Background: an optimization exercise with open tools, aiming at small area. Do not read the settings as production practice. RTL that was checked went through simulation tests only; none was proved equivalent to the original. Power figures rest on the tool's default switching activity, not on a simulated workload.

## csr_top
module csr_top (
    input  logic                          clk_i,
    input  logic                          arst_n_i,
    input  logic                          csr_valid_i,
    input  logic                          csr_csren_i,
    input  logic [csr_pkg::CSR_IDX_W-1:0] csr_index_i,
    input  logic [csr_pkg::XLEN-1:0]      csr_data_i,
    input  logic                          csr_mret_i,
    input  logic                          commit_valid_i,
    input  logic [csr_pkg::OPCODE_W-1:0]  commit_opcode_i,
    input  logic [csr_pkg::XLEN-1:0]      commit_pc_i,
    input  logic                          commit_trap_i,
    input  logic                          commit_trap_async_i,
    input  logic [csr_pkg::TRAP_CAUSE_W-1:0] commit_trap_cause_i,
    input  logic [csr_pkg::XLEN-1:0]      commit_trap_value_i,
    input  logic [csr_pkg::CSR_IDX_W-1:0] read_index_i,
    output logic [csr_pkg::XLEN-1:0]      read_data_o,
    output logic                          read_illegal_o,
    output logic                          flush_req_o,
    output logic [csr_pkg::XLEN-1:0]      flush_newpc_o
);
For scale: roughly 1,900 cells after synthesis, ~0.021 mm^2 of cells after synthesis.
==> module csr_flush, before the edit <==
module csr_flush (
    input  logic            trap_i,
    input  logic            mret_i,
    input  logic [XLEN-1:0] pc_i,
    input  logic            trap_async_i,
    input  logic [5:0]      trap_cause_i,
    input  logic [XLEN-1:0] mtvec_i,
    input  logic [XLEN-1:0] mepc_i,
    output logic [XLEN-1:0] newpc_o
);
    wire sel_pc = !trap_i && !mret_i;
    wire vec    = trap_i && mtvec_i[0] && trap_async_i;
    wire [XLEN-1:2] base = ({(XLEN-2){trap_i}} & mtvec_i[XLEN-1:2])
                         | ({(XLEN-2){mret_i}} & mepc_i[XLEN-1:2])
                         | ({(XLEN-2){sel_pc}} & pc_i[XLEN-1:2]);
    wire [5:0] addend = ({6{vec}} & trap_cause_i) | {5'd0, sel_pc};
    wire [6:0] low    = {1'b0, base[7:2]} + {1'b0, addend};
    wire c0 = low[6];
    logic [XLEN-1:8] p;    
    logic [6:0]      g;    
    logic [6:0]      gg;   
    for (genvar b = 0; b < 7; b++) begin : g_byte
        assign p[8+8*b] = 1'b1;
        for (genvar i = 1; i < 8; i++) begin : g_bit
            assign p[8+8*b+i] = p[8+8*b+i-1] & base[8+8*b+i-1];
        end
        assign g[b] = &base[8+8*b +: 8];
    end
    assign gg[0] = 1'b1;
    for (genvar b = 1; b < 7; b++) begin : g_gg
        assign gg[b] = &g[b-1:0];
    end
    logic [XLEN-1:8] t;
    for (genvar b = 0; b < 7; b++) begin : g_t
        assign t[8+8*b +: 8] = {8{c0 & gg[b]}} & p[8+8*b +: 8];
    end
    assign newpc_o[XLEN-1:8] = base[XLEN-1:8] ^ t;
    assign newpc_o[7:2]      = low[5:0];
    assign newpc_o[1:0]      = ({2{mret_i}} & mepc_i[1:0]) | ({2{sel_pc}} & pc_i[1:0]);
endmodule
export LEC_CHECK = 0
export CAP_MARGIN = 20
export CORE_MARGIN = 2
export CORE_UTILIZATION = 40
export PLACE_DENSITY = 0.85
export SLEW_MARGIN = 20
create_clock -name core_clock -period 7.0 [get_ports {clk_i}]
standard.sh (not shown) runs the stock make flow with config.mk's settings and CLKGATE_MAP_FILE= SYNTH_SCRIPT=/design/flow/synth_recipe.tcl, a recipe that flattens the netlist after the stock synthesis.
==> flow/flow/run.sh <==
#!/bin/bash
# Layout flow: the standard ORFS flow with three changes
#  - synthesis maps the logic with an area-oriented ABC script (flow/abc_area.script);
#    everything else in synthesis (synth_recipe.tcl, the register mapping) is unchanged
#  - port buffers use the smallest buffer, sky130_fd_sc_hd__buf_1
#  - CTS options from flow/cts_args.txt
set -euo pipefail
here=$(pwd)

# synthesis script: ORFS synth.tcl with the ABC script swapped, sourced by synth_recipe.tcl
sed "s|^\( *\)log_cmd abc {\*}\$abc_args|\1set abc_args [lreplace \$abc_args 1 1 $here/flow/abc_area.script]\n\1log_cmd abc {*}\$abc_args|" \
    "$FLOW_HOME/scripts/synth.tcl" > my_synth_core.tcl
grep -q "abc_area.script" my_synth_core.tcl
sed "s|source \$::env(SCRIPTS_DIR)/synth.tcl|source $here/my_synth_core.tcl|" synth_recipe.tcl > my_synth.tcl
grep -q "my_synth_core.tcl" my_synth.tcl
sed "s|SYNTH_SCRIPT=[^ ]*synth_recipe.tcl|SYNTH_SCRIPT=$here/my_synth.tcl|" standard.sh > my_standard.sh
grep -q "my_synth.tcl" my_standard.sh

export BUFFER_PORTS_ARGS="-buffer_cell sky130_fd_sc_hd__buf_1"
if [[ -f flow/cts_args.txt ]]; then
  export CTS_ARGS="$(cat flow/cts_args.txt)"
fi

bash my_standard.sh > flow.log 2>&1
==> flow/flow/abc_area.script <==
&get -n
&st
&dch
&nf -R 30
&put
topo
stime -c
dnsize -c
==> flow/flow/cts_args.txt <==
-sink_clustering_enable -repair_clock_nets -dont_use_dummy_load -buf_list sky130_fd_sc_hd__clkbuf_2
Then changed:
--- a/flow/design.v
+++ b/flow/design.v
@@ -100,29 +100,27 @@
     wire [XLEN-1:2] base = ({(XLEN-2){trap_i}} & mtvec_i[XLEN-1:2])
                          | ({(XLEN-2){mret_i}} & mepc_i[XLEN-1:2])
                          | ({(XLEN-2){sel_pc}} & pc_i[XLEN-1:2]);
     wire [5:0] addend = ({6{vec}} & trap_cause_i) | {5'd0, sel_pc};
     wire [6:0] low    = {1'b0, base[7:2]} + {1'b0, addend};
     wire c0 = low[6];
-    logic [XLEN-1:8] p;    
-    logic [6:0]      g;    
-    logic [6:0]      gg;   
-    for (genvar b = 0; b < 7; b++) begin : g_byte
-        assign p[8+8*b] = 1'b1;
-        for (genvar i = 1; i < 8; i++) begin : g_bit
-            assign p[8+8*b+i] = p[8+8*b+i-1] & base[8+8*b+i-1];
+    localparam int NG = (XLEN - 8) / 4;
+    logic [NG-1:0]   g;     
+    logic [NG-1:0]   gg;    
+    logic [XLEN-1:8] t;     
+    for (genvar k = 0; k < NG; k++) begin : g_grp
+        assign g[k] = &base[8+4*k +: 4];
+        if (k == 0) begin : g_first
+            assign gg[k] = 1'b1;
+        end else begin : g_rest
+            assign gg[k] = &g[k-1:0];
+        end
+        assign t[8+4*k] = c0 & gg[k];
+        for (genvar i = 1; i < 4; i++) begin : g_bit
+            assign t[8+4*k+i] = t[8+4*k+i-1] & base[8+4*k+i-1];
         end
-        assign g[b] = &base[8+8*b +: 8];
-    end
-    assign gg[0] = 1'b1;
-    for (genvar b = 1; b < 7; b++) begin : g_gg
-        assign gg[b] = &g[b-1:0];
-    end
-    logic [XLEN-1:8] t;
-    for (genvar b = 0; b < 7; b++) begin : g_t
-        assign t[8+8*b +: 8] = {8{c0 & gg[b]}} & p[8+8*b +: 8];
     end
     assign newpc_o[XLEN-1:8] = base[XLEN-1:8] ^ t;
     assign newpc_o[7:2]      = low[5:0];
     assign newpc_o[1:0]      = ({2{mret_i}} & mepc_i[1:0]) | ({2{sel_pc}} & pc_i[1:0]);
 endmodule
 import csr_pkg::*;
=> Routed wire length climbs by 3.1%; power stays flat; hold slack got worse by 0.21 ns; first-iteration DRC count is lower by 15%; die area stays flat; flip-flop and latch count is unchanged; design area climbs by 0.55%.
The RTL of the second run of this note was laid out without a check of its function.

[what the ideal ports hide]
Ports are ideal in the flow. The routed layouts listed here were re-timed in OpenROAD.
Step 1 sets driving cells, clkbuf_16 on the clock port and buf_2 on the other inputs (assumed; they add their load-dependent delay and slew).
Step 2 moves the port delays by t, midway between the first and last clock arrival at a register: inputs arrive t later, outputs are due t later. That takes back most of the time a late clock gives input paths.
Three values: no drivers, after step 1, after step 2; two values: the first two.
run | shift t [ns] | setup WS [ns] | hold slack, ns | clock arrival spread, ns | slew at the worst register clock pin (ns)
the first run | 1.105 | 0.338 / 0.314 / 0.314 | 0.424 / 0.396 / 0.438 | 0.148 / 0.148 | 0.11 / 0.11
the second run | 1.129 | 0.160 / 0.138 / 0.138 | 0.217 / 0.198 / 0.438 | 0.135 / 0.134 | 0.12 / 0.12
After both steps every run listed still meets setup and hold. For the first run, which loses most, drivers alone change the setup slack by -0.024 ns; drivers and shift together by -0.024 ns.
